From an optimization exercise on the open Yosys and OpenROAD flow, aimed at small area, a short achievable clock period and few clock cycles per item; shortcuts taken in it are not production practice. In this exercise RTL edits were held to simulation tests only and were not proved equivalent to the original. Power figures rest on the tool's default switching activity, not on a simulated workload.

// goertzel_power_detect
module goertzel_power_detect #(
   parameter int OW       = 20,
   parameter int PW       = 2*OW+1,
   parameter int HOLD_ON  = 3,
   parameter int HOLD_OFF = 3
) (
   input  logic            i_clk,
   input  logic            i_rst,
   input  logic [2*OW-1:0] s_axis_tdata,
   input  logic            s_axis_tvalid,
   output logic            s_axis_tready,
   output logic [PW-1:0]   m_axis_tdata,
   output logic            m_axis_tuser,
   output logic            m_axis_tvalid,
   input  logic            m_axis_tready,
   input  logic [PW-1:0]   i_threshold,
   output logic            o_detect
);
==> flow/config.mk <==
export PLATFORM = sky130hd
export DESIGN_NAME = goertzel_power_detect
export DESIGN_NICKNAME = goertzel_power_detect
export VERILOG_FILES = /design/flow/design.v
export SDC_FILE = /design/flow/constraint.sdc
export NUM_CORES = 4
export LEC_CHECK = 0
export CAP_MARGIN = 20
export CORE_MARGIN = 2
export CORE_UTILIZATION = 40
export CTS_BUF_LIST = sky130_fd_sc_hd__clkbuf_8
export SETUP_SLACK_MARGIN = 4.1
export SLEW_MARGIN = 20
export SYNTH_HIERARCHICAL = 1
export SYNTH_MINIMUM_KEEP_SIZE = 0
==> flow/constraint.sdc <==
create_clock -name core_clock -period 8.0 [get_ports {i_clk}]
set_input_delay 1.6000 -clock core_clock [delete_from_list [all_inputs] [get_ports {i_clk}]]
set_output_delay 1.6000 -clock core_clock [all_outputs]
set_load 0.01 [all_outputs]
standard.sh (not shown) runs the stock make flow with config.mk's settings and CLKGATE_MAP_FILE= SYNTH_SCRIPT=/design/flow/synth_recipe.tcl, a recipe that flattens the netlist after the stock synthesis.
==> flow/flow/run.sh <==
#!/bin/bash
# Standard ORFS layout (the standard.sh, standard synthesis unchanged),
# with the port buffers made from the smallest buffer cell.
set -euo pipefail
bash standard.sh BUFFER_PORTS_ARGS="-buffer_cell sky130_fd_sc_hd__buf_1" finish > standard_flow.log 2>&1
Testbench counts at the start, summed over its fixed seeds: cycles 2,072, items 2,048.
Next try:
SETUP_SLACK_MARGIN = 4.3   (was 4.1)
Outcome: The changed run completed with no timing, DRC or antenna violations; cell area came out higher by 4.6%; final cell count came out higher by 2.4%; routed wire length came out higher by 5.3%; core utilization came out higher by 2.1 points; count of clock-buffer cells in the layout does not change; first-iteration DRC count came out higher by 22%; combinational power came out higher by 3.6%; sequential cell count stays the same; total power came out higher by 3.1%.
Next try:
SETUP_SLACK_MARGIN = 4.5   (was 4.3)
What happened: Cell count grows slightly; clock skew is about the same; sequential share of layout area goes down by 0.59 points; worst hold slack got worse by 0.019 ns; flip-flop and latch count stays the same; global-route usage rises by 0.76 points; critical path depth falls by 1; design area grows by a few percent; synthesized area is unchanged; non-clock buffer count increases by 47; register-to-register slack improves by 0.02 ns.

========
goertzel_power_detect, a different RTL version from the one above (not shown whole).
Size: ~2000 cells after synthesis, ~130 I/O pins.
==> flow/design.v (excerpt) <==
module goertzel_power_detect #(
   parameter int OW       = 20,
   parameter int PW       = 2*OW+1,
   parameter int HOLD_ON  = 3,
   parameter int HOLD_OFF = 3
) (
   input  logic            i_clk,
   input  logic            i_rst,
   input  logic [2*OW-1:0] s_axis_tdata,
   input  logic            s_axis_tvalid,
   output logic            s_axis_tready,
   output logic [PW-1:0]   m_axis_tdata,
   output logic            m_axis_tuser,
   output logic            m_axis_tvalid,
   input  logic            m_axis_tready,
   input  logic [PW-1:0]   i_threshold,
   output logic            o_detect
);
export LEC_CHECK = 0
export ABC_AREA = 1
export CAP_MARGIN = 20
export CORE_MARGIN = 2
export CORE_UTILIZATION = 40
export CTS_BUF_LIST = sky130_fd_sc_hd__clkbuf_8
export SETUP_SLACK_MARGIN = 3.5
export SLEW_MARGIN = 20
export SYNTH_HIERARCHICAL = 1
export SYNTH_MINIMUM_KEEP_SIZE = 0
create_clock -name core_clock -period 8.0 [get_ports {i_clk}]
Scripts as last shown in full above: flow/flow/run.sh
Testbench counts at the start, summed over its fixed seeds: cycles 2,072, items 2,048.
Then changed:
- ABC_AREA: 1 -> default
Result:
- The changed run completed without violations
- die area is lower by 5.8%
- worst hold slack got worse by 0.010 ns
- non-clock buffer count is higher by 6
- design area is lower by about 5%
- total power is lower by about 5%
- global-route usage is lower by 0.63 points
- register-to-register slack got worse by 0.02 ns
- utilization is higher by 0.30 points
- via count is lower by about 13%
- fmax is lower by about 0.43%

what the ideal ports hide:
The results above use ideal ports. As a check the final layouts listed here were re-extracted and re-timed, cells and wires unchanged. Step 1, drivers: a clkbuf_16 drives i_clk and a buf_2 each remaining input, both assumed. Step 2 times the ports against the registers' clock, not the clock port: input delays grow and output delays shrink by t, the midpoint of the rising clock arrivals with the driver on. Three values: no drivers, after step 1, after step 2; two values: the first two.
| run | t (ns) | setup WS [ns] | worst data-port slew with drivers (ns) | pins driven straight from the clock port |
|---|---|---|---|---|
| the first run of note 1 | 0.577 | 4.168 / 4.168 / 3.647 | 0.06 | 1 |
| the second run of note 1 | 0.571 | 4.188 / 4.188 / 3.809 | 0.06 | 1 |
| the third run of note 1 | 0.575 | 4.210 / 4.210 / 3.881 | 0.06 | 1 |
| the first run of note 2 | 0.553 | 3.625 / 3.625 / 3.625 | 0.06 | 1 |
| the second run of note 2 | 0.568 | 3.606 / 3.606 / 3.606 | 0.05 | 1 |
After both steps every run listed still meets setup and hold. The setup slack of the first run of note 1, which loses most, moves by 0.000 ns with the drivers and by -0.521 ns with both steps.
